Context: an optimization exercise on an open-source flow, tuned for small area and a short achievable clock period. The choices shown serve that exercise and are no tape-out recipe.
RTL that was checked went through simulation tests only; none was proved equivalent to the original.
Power figures rest on the tool's default switching activity, not on a simulated workload.

## lane 1
==> flow/design.v (excerpt) <==
module gfx_wbs_top
(
  input  logic                                  wbs_clk_i,
  input  logic                                  rst_i,
  input  logic                                  cs_i,
  input  logic                                  cyc_i,
  input  logic                                  stb_i,
  input  logic                                  we_i,
  input  logic [3:0]                            sel_i,
  input  logic [8-1:0]                 adr_i,
  input  logic [32-1:0]                dat_i,
  output logic                                  ack_o,
  output logic                                  err_o,
  output logic [32-1:0]                dat_o,
  input  logic                                  pipeline_ack_i,
  input  logic                                  writer_sint_i,
  input  logic                                  reader_sint_i,
  output logic                                  inta_o,
  output logic [32-1:0]                target_base_o,
  output logic [gfx_reg_pkg::POINT_W-1:0]       target_size_x_o,
  output logic [gfx_reg_pkg::POINT_W-1:0]       target_size_y_o,
  output logic [32-1:0]                dest_x_o,
  output logic [32-1:0]                dest_y_o,
  output logic [32-1:0]                color0_o,
  output logic [7:0]                            global_alpha_o,
  output logic [gfx_reg_pkg::CTRL_DEPTH_W-1:0]  color_depth_o,
  output logic                                  blending_enable_o,
  output logic                                  rect_write_o,
  output logic                                  line_write_o,
  output logic                                  point_write_o
);
For scale: about 1700 cells after synthesis, ~870 flip-flops, roughly 31000 sq um of cells after synthesis.
Settings: LEC_CHECK=0, CAP_MARGIN=20, CORE_MARGIN=2, CORE_UTILIZATION=65, SLEW_MARGIN=20, SYNTH_HIERARCHICAL=1, SYNTH_MINIMUM_KEEP_SIZE=0; clock period 6.0 ns.
standard.sh (not shown) runs the stock make flow with config.mk's settings and CLKGATE_MAP_FILE= SYNTH_SCRIPT=/design/flow/synth_recipe.tcl, a recipe that flattens the netlist after the stock synthesis.
==> flow/flow/run.sh <==
#!/bin/bash
# Standard ORFS layout with these changes:
# - synthesis maps logic with ABC's default script instead of ORFS's speed
#   script (registers are mapped before ABC runs, so they are unchanged);
# - smaller port buffers;
# - a clock tree from clock buffers in larger clusters, without dummy loads;
# - timing repair aimed at a shorter period than the clock's.
set -uo pipefail
MARGIN=$(cat flow/margin.txt 2>/dev/null || echo 3)
SYNTH=""
if [[ ! -f flow/std_abc ]]; then
  sed 's|log_cmd abc {\*}\$abc_args|log_cmd abc {*}[lrange $abc_args 2 end]|' \
    "$FLOW_HOME/scripts/synth.tcl" > synth_core.tcl
  grep -q 'lrange $abc_args 2 end' synth_core.tcl || { echo "synth.tcl patch failed"; exit 1; }
  sed "s|\$::env(SCRIPTS_DIR)/synth.tcl|$PWD/synth_core.tcl|" synth_recipe.tcl > synth_own.tcl
  SYNTH="SYNTH_SCRIPT=$PWD/synth_own.tcl"
fi
bash standard.sh $SYNTH \
  BUFFER_PORTS_ARGS="-buffer_cell sky130_fd_sc_hd__buf_1" \
  CTS_ARGS="-sink_clustering_enable -repair_clock_nets -dont_use_dummy_load -sink_clustering_size 20 -sink_clustering_max_diameter 80 -buf_list {sky130_fd_sc_hd__clkbuf_8 sky130_fd_sc_hd__clkbuf_16}" \
  SETUP_SLACK_MARGIN=$MARGIN \
  finish > standard.log 2>&1
==> flow/flow/margin.txt <==
3
Lane 1: full flow OK, the timing, DRC and antenna checks passed
Input changes introduced in lane 2 (baseline for comparison: lane 1):
Settings: a change of CORE_UTILIZATION from 65 to 40.
==> flow/flow/run.sh <==
#!/bin/bash
# Standard ORFS layout with smaller port buffers, a clock tree built from
# clock buffers in larger clusters without dummy loads, and timing repair
# aimed at a shorter period than the clock's.
set -uo pipefail
MARGIN=$(cat flow/margin.txt 2>/dev/null || echo 3)
bash standard.sh \
  BUFFER_PORTS_ARGS="-buffer_cell sky130_fd_sc_hd__buf_1" \
  CTS_ARGS="-sink_clustering_enable -repair_clock_nets -dont_use_dummy_load -sink_clustering_size 30 -sink_clustering_max_diameter 80 -buf_list {sky130_fd_sc_hd__clkbuf_8 sky130_fd_sc_hd__clkbuf_16}" \
  SETUP_SLACK_MARGIN=$MARGIN \
  finish > standard.log 2>&1
--- outcome ---
- [compare] base=lane 1 new=lane 2: global-route wire length before repair increased by about 15% relative to the old numbers; cell count increased by 649 relative to the old numbers; worst reg-to-reg path cell count decreased by 3 relative to the old numbers.
- Between lane 1 and lane 2, the initial antenna violation count is lower for lane 1.
- Lane 2 vs. lane 1: maximum number of pins on one net before global-route repair up 20%, setup slack down 0.096 ns, total power up about 5.5%.
- For lane 1, the launch point of the worst path was sel_i[2], unlike lane 2, where it was we_i.
- Re maximum clock frequency: lane 1 and lane 2 aren't equal, and the higher value belongs to lane 1.
- Routed wire length: lane 2 > lane 1
- Between lane 1 and lane 2, the combinational fraction of design power is lower for lane 1.
- Lane 1 ran to completion and came out clean on the timing, DRC and antenna checks.
- Lane 2 reached the final stage; the timing, DRC and antenna checks on its layout passed.
- The lower TritonCTS buffer count of lane 1 and lane 2 is in lane 2.
Here is what was changed in the inputs of lane 3 compared with lane 2.
Settings: changing CORE_UTILIZATION from 40 to 65.
==> flow/flow/run.sh <==
#!/bin/bash
# Standard ORFS layout with these changes:
# - synthesis maps logic with ABC's default script instead of ORFS's speed
#   script (registers are mapped before ABC runs, so they are unchanged);
# - smaller port buffers;
# - a clock tree from clock buffers in larger clusters, without dummy loads;
# - timing repair aimed at a shorter period than the clock's.
set -uo pipefail
MARGIN=$(cat flow/margin.txt 2>/dev/null || echo 3)
SYNTH=""
if [[ ! -f flow/std_abc ]]; then
  sed 's|log_cmd abc {\*}\$abc_args|log_cmd abc {*}[lrange $abc_args 2 end]|' \
    "$FLOW_HOME/scripts/synth.tcl" > synth_core.tcl
  grep -q 'lrange $abc_args 2 end' synth_core.tcl || { echo "synth.tcl patch failed"; exit 1; }
  sed "s|\$::env(SCRIPTS_DIR)/synth.tcl|$PWD/synth_core.tcl|" synth_recipe.tcl > synth_own.tcl
  SYNTH="SYNTH_SCRIPT=$PWD/synth_own.tcl"
fi
bash standard.sh $SYNTH \
  BUFFER_PORTS_ARGS="-buffer_cell sky130_fd_sc_hd__buf_1" \
  CTS_ARGS="-sink_clustering_enable -repair_clock_nets -dont_use_dummy_load -sink_clustering_size 20 -sink_clustering_max_diameter 80 -buf_list {sky130_fd_sc_hd__clkbuf_8 sky130_fd_sc_hd__clkbuf_16}" \
  SETUP_SLACK_MARGIN=$MARGIN \
  finish > standard.log 2>&1
==> flow/flow/margin.txt <==
2.6
[summary]
Lane 3 finished all stages; the layout is clean. Lane 3 reports its slowest library cell on the worst path as sky130_fd_sc_hd__dfxtp_2 while lane 2 reports sky130_fd_sc_hd__a2111oi_4. Post-synthesis adder-cell area fraction: lane 2 vs lane 3 — no meaningful difference. The more densely filled core belongs to lane 3, not lane 2. Maximum number of pins on one net before global-route repair for lane 3: about 0.5% up relative to lane 2. Post-detailed-routing wire length on lane 3 is down relative to lane 2. Comparing lane 2 and lane 3, headroom to the max-slew limit is lower on lane 2. Lane 3 vs lane 2 — power density over cell area climbed slightly.
diff inputs: lane 3 => lane 4
==> flow/flow/margin.txt <==
3
==> flow/flow/std_abc (new file) <==
## What came out
Diff lane 3 -> lane 4 | worst-case clock skew | decrease of 0.017 ns
Summary of lane 4 over lane 3: area after synthesis up about 5.5%; number of post-CTS setup repair buffers up 29; via count up 9.7%.
A category of the most critical setup path of input port to flop is what lane 4 shows, while flop to flop belongs to lane 3.

---

== run 1 ==
gfx_wbs_top, a different RTL version from the one above (not shown whole).
Size in the first run: roughly 32000 um2 of cells after synthesis.
Settings: LEC_CHECK=0, CAP_MARGIN=20, CORE_MARGIN=2, CORE_UTILIZATION=65, SLEW_MARGIN=20, SYNTH_HIERARCHICAL=1, SYNTH_MINIMUM_KEEP_SIZE=0; clock period 6.0 ns.
==> flow/flow/run.sh <==
#!/bin/bash
# Standard ORFS layout with these changes:
# - synthesis maps logic with ABC's default script instead of ORFS's speed
#   script (registers are mapped before ABC runs, so they are unchanged),
#   and takes the small gfx_wb_ack module (bus ack/err, the only paths from
#   inputs to outputs) from a hand-mapped netlist, flow/ack_cells.v;
# - smaller port buffers;
# - a clock tree from clock buffers in larger clusters, without dummy loads;
# - timing repair aimed at a shorter period than the clock's.
# Each tool's output is in standard.log and orfs/logs/.
set -uo pipefail
MARGIN=$(cat flow/margin.txt 2>/dev/null || echo 3)
sed 's|log_cmd abc {\*}\$abc_args|log_cmd abc {*}[lrange $abc_args 2 end]|' \
  "$FLOW_HOME/scripts/synth.tcl" > synth_core.tcl
grep -q 'lrange $abc_args 2 end' synth_core.tcl || { echo "synth.tcl patch failed"; exit 1; }
awk -v core="$PWD/synth_core.tcl" -v ack="$PWD/flow/ack_cells.v" '
  /SCRIPTS_DIR\)\/synth.tcl/ { print "source " core; print "delete gfx_wb_ack"; print "read_verilog " ack; print "hierarchy -top $::env(DESIGN_NAME)"; next }
  { print }' synth_recipe.tcl > synth_own.tcl
bash standard.sh SYNTH_SCRIPT=$PWD/synth_own.tcl \
  BUFFER_PORTS_ARGS="-buffer_cell sky130_fd_sc_hd__buf_1" \
  CTS_ARGS="-sink_clustering_enable -repair_clock_nets -dont_use_dummy_load -sink_clustering_size 18 -sink_clustering_max_diameter 50 -buf_list {sky130_fd_sc_hd__clkbuf_8}" \
  SETUP_SLACK_MARGIN=$MARGIN \
  finish > standard.log 2>&1
==> flow/flow/margin.txt <==
3.15
Other scripts of this flow, unchanged in this note and not shown: flow/flow/ack_cells.v
Run 1 did not stop at any stage, and its layout met the timing, DRC and antenna checks.
> inputs changed (run 1 -> run 2)
Settings: a change of CORE_UTILIZATION from 65 to 72; an added TNS_END_PERCENT of 5.
==> flow/flow/margin.txt <==
3.1
- Run 2 vs. run 1: worst setup slack went down; combinational power share essentially unchanged.
- Run 2 vs. run 1: number of cells in the design after placement fell 1.2%; switching share of power went down by 0.36 points; highest clock rate dropped 0.0041 GHz.
- As far as net count of the mapped netlist goes, run 2 and run 1 are indistinguishable; the numbers are identical.
- Die size: run 2 is under run 1
- Looking at highest-delay cell along the critical path, the sky130_fd_sc_hd__nor3_4 result is from run 1; the sky130_fd_sc_hd__mux2i_1 one comes from run 2.
- Of the two values seen for busiest layer in global routing, met1 was produced by run 1 and met2 by run 2.
- The area overhead of the layout relative to synthesis number comes out lower for run 2 vs run 1.
- On worst setup skew after layout, run 1 beats run 2.
- Run 2 vs. run 1: number of signal-net buffers in the layout fell 1.3%; number of gates given a new drive strength after cts fell 38.
diff inputs: run 2 => run 3
==> flow/flow/margin.txt <==
3.2
--- outcome ---
Between run 2 and run 3, the flow reports per-cell routed wire length increasing slightly.
Run 2 → run 3: count of fill cells added during filler insertion decreased 26, total power increased 0.034 mW.
Per the comparison of run 3 with run 2, final standard cell area without fillers increased by 0.40% relative to the old numbers; area growth from synthesis to final layout has increased.
Comparing overall via count from detail_route for run 3 and run 2, the bigger number came from run 3.
Sequential share of layout area, run 3 and run 2: larger value in run 2
[compare] base=run 2 new=run 3: fraction of the core area covered by cells at the end of the flow rose 0.31 points; met2 routing resource usage after global routing closely matched the old numbers; final cell count shows no meaningful change.
Run 2 reports its startpoint of the most critical setup path as we_i while run 3 reports sel_i[2].
## Diff of input files: run 4 against run 3
Settings: putting GPL_TIMING_DRIVEN at 0 where nothing was set.
==> comparison <==
Run 4 vs. run 3: clock tree cell share of total cell area stayed essentially flat, design area climbed about 2.4%. Comparing run 3 and run 4, non-clock buffer count is lower on run 3. Smallest setup slack after layout down 180 ps in run 4 wrt run 3. Run 4 vs. run 3: power went up by 1.8%. Run 4 vs. run 3: sequential cell fraction of total power now smaller; number of buffers created by CTS now smaller; met3 routed wirelength now larger. [compare] base=run 3 new=run 4: highest attainable clock frequency dropped 0.020 GHz, transition time of the tightest slew-check pin climbed 210 ps.
## Diff of input files: run 5 against run 4
Settings: a deleted GPL_TIMING_DRIVEN that had been 0; a change of CAP_MARGIN from 20 to 0; a change of SLEW_MARGIN from 20 to 0.
==> comparison <==
Diff run 4 -> run 5: global placer's final weighted congestion lost 8.6%, cell count along the critical path lost 2, worst slew margin relative to its limit picked up an extra 14 points.
Comparing fraction of area in multi-input gates for run 5 and run 4, the smaller number came from run 4.
Lower fraction of final layout cells with drive strength greater than 1 was reported by run 5, not run 4.
Run 5 vs. run 4: antenna diode count went up by 3.
Routed length on met1 in run 5 is about 5% lower than in run 4
Run 5 went all the way through the flow, and no timing, DRC or antenna check failed.
The core of run 5 is less densely filled than that of run 4.
Looking at minimum setup slack in the final design, run 5 sits above run 4.
Of the two values seen for startpoint-to-endpoint class of the critical path, in -> out was produced by run 5 and reg -> reg by run 4.
The placed instance area in run 5 was lower than what run 4 gave.
Function was not checked in any run of this note: the RTL went through the layout flow alone.

---

## run A
Starting RTL as in the previous note.
Settings: LEC_CHECK=0, CAP_MARGIN=20, CORE_MARGIN=2, CORE_UTILIZATION=72, SLEW_MARGIN=20, SYNTH_HIERARCHICAL=1, SYNTH_MINIMUM_KEEP_SIZE=0, TNS_END_PERCENT=5; clock period 6.0 ns.
==> flow/flow/ack_cells.v <==
// gfx_wb_ack mapped by hand to two levels of gates: the bus handshake
// outputs are the only paths from inputs to outputs, so they set the period.
module gfx_wb_ack(cs_i, cyc_i, stb_i, we_i, sel_i, full_i, rd_ack_q_i, ack_o, err_o);
  input cs_i;
  input cyc_i;
  input stb_i;
  input we_i;
  input [3:0] sel_i;
  input full_i;
  input rd_ack_q_i;
  output ack_o;
  output err_o;
  wire n_sel;
  wire n_acc;
  wire n_full;
  wire n_x;
  // n_sel = ~&sel, n_acc = ~(cs & cyc & stb)
  sky130_fd_sc_hd__nand4_2 u_nsel (.A(sel_i[0]), .B(sel_i[1]), .C(sel_i[2]), .D(sel_i[3]), .Y(n_sel));
  sky130_fd_sc_hd__nand3_2 u_nacc (.A(cs_i), .B(cyc_i), .C(stb_i), .Y(n_acc));
  // n_x = ~(we ? ~full : rd_ack_q)
  sky130_fd_sc_hd__inv_1 u_nfull (.A(full_i), .Y(n_full));
  sky130_fd_sc_hd__mux2i_1 u_nx (.A0(rd_ack_q_i), .A1(n_full), .S(we_i), .Y(n_x));
  // ack = acc & acc32 & x, err = acc & ~acc32
  sky130_fd_sc_hd__nor3_2 u_ack (.A(n_x), .B(n_acc), .C(n_sel), .Y(ack_o));
  sky130_fd_sc_hd__nor2b_1 u_err (.A(n_acc), .B_N(n_sel), .Y(err_o));
endmodule
==> flow/flow/margin.txt <==
3.3
Scripts as last shown in full above: flow/flow/run.sh
### run A -> run B
Settings: TNS_END_PERCENT: 5 -> unset.
==> flow/flow/margin.txt <==
3.25
Notes after the runs:
Re number of global-route vias before repair: run B is about 1.3% up on run A. Run B -> run A: worst-case clock buffer depth delta 0, exact match. Against run A as the reference, run B delivers a higher met1 layer wirelength in the final routing. The internal power in run B sits about 0.32% above the value recorded for run A. Per the comparison of run B with run A, count of clock-net buffers in the final layout went up by 1.7%, sequential share of layout area went down by 0.16 points, first-pass iteration count of the detailed router went up by 3. Between run A and run B, the final cell area excluding filler cells does not differ in any meaningful way. Summary of run B over run A: maximum number of pins on one net before global-route repair increased by about 22% relative to the old numbers; power increased by about 0.8% relative to the old numbers. Final period utilization essentially unchanged between run B and run A.
#### Input delta (run C over run B)
Settings: CORE_UTILIZATION: 72 -> 80.
==> flow/flow/margin.txt <==
3.15
--- outcome ---
- Run C did not stop at any stage, and its layout met the timing, DRC and antenna checks.
- When the final numbers for run C and run B were put side by side, the global-route wire length before repair turned out to be smaller in run B.
- Worst reg2reg path depth was higher in run C than in run B.
- Going from run B to run C, final-stage net count up about 0.35%; clock-buffer cell count down about 3.4%.
- Run comparison: run B library cell contributing the largest single delay on the critical path mux2i_1; run C library cell contributing the largest single delay on the critical path mux2i_2
- Top routing layer in use = met5: run B; top routing layer in use = met4: run C
- Any difference in overall power between run B and run C is small enough to ignore.
- Taking run B as the reference, in run C reported net switching power rose by 9.2 µW, die area fell by 0.0045 mm², met3 layer wire length in the routed design rose by about 10%, share of the clock period used by the worst path after layout fell by 0.21 points, share of cell area taken by flip-flops and latches stayed essentially flat.
Function was not checked in any run of this note: the RTL went through the layout flow alone.

---

== v9 ==
gfx_wbs_top, a different RTL version from the one above (not shown whole).
For scale: ~1700 cells after synthesis, ~260 I/O pins.
## gfx_wbs_top
module gfx_wbs_top
(
  input  logic                                  wbs_clk_i,
  input  logic                                  rst_i,
  input  logic                                  cs_i,
  input  logic                                  cyc_i,
  input  logic                                  stb_i,
  input  logic                                  we_i,
  input  logic [3:0]                            sel_i,
  input  logic [8-1:0]                 adr_i,
  input  logic [32-1:0]                dat_i,
  output logic                                  ack_o,
  output logic                                  err_o,
  output logic [32-1:0]                dat_o,
  input  logic                                  pipeline_ack_i,
  input  logic                                  writer_sint_i,
  input  logic                                  reader_sint_i,
  output logic                                  inta_o,
  output logic [32-1:0]                target_base_o,
  output logic [gfx_reg_pkg::POINT_W-1:0]       target_size_x_o,
  output logic [gfx_reg_pkg::POINT_W-1:0]       target_size_y_o,
  output logic [32-1:0]                dest_x_o,
  output logic [32-1:0]                dest_y_o,
  output logic [32-1:0]                color0_o,
  output logic [7:0]                            global_alpha_o,
  output logic [gfx_reg_pkg::CTRL_DEPTH_W-1:0]  color_depth_o,
  output logic                                  blending_enable_o,
  output logic                                  rect_write_o,
  output logic                                  line_write_o,
  output logic                                  point_write_o
);
==> flow/config.mk <==
export PLATFORM = sky130hd
export DESIGN_NAME = gfx_wbs_top
export DESIGN_NICKNAME = gfx_wbs_top
export VERILOG_FILES = /design/flow/design.v
export SDC_FILE = /design/flow/constraint.sdc
export NUM_CORES = 4
export LEC_CHECK = 0
export CAP_MARGIN = 20
export CORE_MARGIN = 2
export CORE_UTILIZATION = 65
export SLEW_MARGIN = 20
export SYNTH_HIERARCHICAL = 1
export SYNTH_MINIMUM_KEEP_SIZE = 0
==> flow/constraint.sdc <==
create_clock -name core_clock -period 6.0 [get_ports {wbs_clk_i}]
set_input_delay 1.2000 -clock core_clock [delete_from_list [all_inputs] [get_ports {wbs_clk_i}]]
set_output_delay 1.2000 -clock core_clock [all_outputs]
set_load 0.01 [all_outputs]
==> flow/flow/ack_cells.v <==
// gfx_wb_ack mapped by hand to two levels of gates: the bus handshake
// outputs are the only paths from inputs to outputs, so they set the period.
module gfx_wb_ack(cs_i, cyc_i, stb_i, we_i, sel_i, full_i, rd_ack_q_i, ack_o, err_o);
  input cs_i;
  input cyc_i;
  input stb_i;
  input we_i;
  input [3:0] sel_i;
  input full_i;
  input rd_ack_q_i;
  output ack_o;
  output err_o;
  wire n_sel;
  wire n_acc;
  wire n_full;
  wire n_x;
  // n_sel = ~&sel, n_acc = ~(cs & cyc & stb)
  sky130_fd_sc_hd__nand4_2 u_nsel (.A(sel_i[0]), .B(sel_i[1]), .C(sel_i[2]), .D(sel_i[3]), .Y(n_sel));
  sky130_fd_sc_hd__nand3_2 u_nacc (.A(cs_i), .B(cyc_i), .C(stb_i), .Y(n_acc));
  // n_x = ~(we ? ~full : rd_ack_q)
  sky130_fd_sc_hd__inv_1 u_nfull (.A(full_i), .Y(n_full));
  sky130_fd_sc_hd__mux2i_1 u_nx (.A0(rd_ack_q_i), .A1(n_full), .S(we_i), .Y(n_x));
  // ack = acc & acc32 & x, err = acc & ~acc32
  sky130_fd_sc_hd__nor3_2 u_ack (.A(n_sel), .B(n_acc), .C(n_x), .Y(ack_o));
  sky130_fd_sc_hd__nor2b_1 u_err (.A(n_acc), .B_N(n_sel), .Y(err_o));
endmodule
==> flow/flow/margin.txt <==
3.15
Scripts as last shown in full above: flow/flow/run.sh
v9 finished all stages; the layout is clean.
Modified inputs, v39 compared to v9
- CORE_UTILIZATION changed from 65 to 75
-- flow/flow/run.sh --
<<< v9, line 21
  CTS_ARGS="-sink_clustering_enable -repair_clock_nets -dont_use_dummy_load -sink_clustering_size 18 -sink_clustering_max_diameter 50 -buf_list {sky130_fd_sc_hd__clkbuf_8}" \
>>> v39, line 21
  CTS_ARGS="-sink_clustering_enable -repair_clock_nets -dont_use_dummy_load -sink_clustering_size 20 -sink_clustering_max_diameter 80 -buf_list {sky130_fd_sc_hd__clkbuf_8 sky130_fd_sc_hd__clkbuf_16}" \
==> flow/flow/margin.txt <==
3
Notes after the runs:
Summary of v39 over v9: footprint of the multi-input gates increased by 0.75% relative to the old numbers; number of cell rows decreased by 5 relative to the old numbers; slack of the critical path decreased by 64 ps relative to the old numbers; detailed-route wire length increased by about 0.7% relative to the old numbers.
Summary of v39 over v9: finished layout cell area rose 230 um^2, post-synth net total about even, met3 wire length rose 2.3 mm.
Here is what was changed in the inputs of v7 compared with v39.
- swapping 75 for 65 in CORE_UTILIZATION
-- flow/flow/run.sh --
<<< v39, line 21
  CTS_ARGS="-sink_clustering_enable -repair_clock_nets -dont_use_dummy_load -sink_clustering_size 20 -sink_clustering_max_diameter 80 -buf_list {sky130_fd_sc_hd__clkbuf_8 sky130_fd_sc_hd__clkbuf_16}" \
>>> v7, line 21
  CTS_ARGS="-sink_clustering_enable -repair_clock_nets -dont_use_dummy_load -sink_clustering_size 18 -sink_clustering_max_diameter 50 -buf_list {sky130_fd_sc_hd__clkbuf_8}" \
==> notes.md <==
Utilization on v7 is down relative to v39. What v7 reported for met3 wire length has to be multiplied by 1.2 to get the figure for v39. Comparing v7 and v39, the higher combinational share of power was measured on v7. v7 reached the final stage; the timing, DRC and antenna checks on its layout passed. Compared to v39, v7 was floorplanned on a bigger die. v7 vs. v39: routability congestion estimate from global placement went down by about 0.9%.

## re-timing with driven ports
The flow's constraints put no driver on any port. The routed layouts listed below were extracted and timed again, unchanged, in two steps. Step 1 assumes that a clkbuf_16 drives the clock port and a buf_2 every other input. Step 2 times the ports against the registers' clock, not the clock port: input delays grow and output delays shrink by t, the midpoint of the rising clock arrivals with the driver on. Three values: ideal, step 1, step 2; two values: the first two.
| run | t (ns) | slack for setup (ns) | hold WS [ns] | worst data-port slew with drivers (ns) |
|---|---|---|---|---|
| lane 1 | 0.651 | 2.871 / 2.827 / 2.368 | 0.424 / 0.424 / 0.424 | 0.07 |
| lane 2 | 0.655 | 2.775 / 2.699 / 2.384 | 0.411 / 0.411 / 0.411 | 0.07 |
| lane 3 | 0.659 | 2.711 / 2.711 / 2.360 | 0.430 / 0.430 / 0.430 | 0.07 |
| lane 4 | 0.665 | 2.809 / 2.807 / 2.177 | 0.433 / 0.433 / 0.433 | 0.07 |
| run 1 | 0.741 | 3.067 / 3.013 / 2.450 | 0.440 / 0.440 / 0.440 | 0.07 |
| run 2 | 0.754 | 3.032 / 2.999 / 2.334 | 0.429 / 0.429 / 0.429 | 0.04 |
| run 3 | 0.758 | 3.088 / 3.036 / 2.455 | 0.417 / 0.417 / 0.417 | 0.06 |
| run 4 | 0.735 | 2.907 / 2.907 / 2.225 | 0.432 / 0.432 / 0.432 | 0.05 |
| run 5 | 0.758 | 3.088 / 3.036 / 2.455 | 0.417 / 0.417 / 0.417 | 0.06 |
| run A | 0.758 | 3.089 / 3.051 / 2.619 | 0.424 / 0.424 / 0.424 | 0.06 |
| run B | 0.739 | 3.098 / 3.039 / 2.407 | 0.429 / 0.429 / 0.429 | 0.06 |
| run C | 0.734 | 3.110 / 3.057 / 2.414 | 0.425 / 0.425 / 0.425 | 0.06 |
| v9 | 0.743 | 3.104 / 3.053 / 2.537 | 0.431 / 0.431 / 0.431 | 0.06 |
| v39 | 0.651 | 3.040 / 2.978 / 2.433 | 0.433 / 0.433 / 0.433 | 0.10 |
| v7 | 0.738 | 3.012 / 2.981 / 2.497 | 0.434 / 0.434 / 0.434 | 0.05 |
After both steps every run listed still meets setup and hold. For run 2, which loses most, drivers alone change the setup slack by -0.033 ns; drivers and shift together by -0.698 ns.
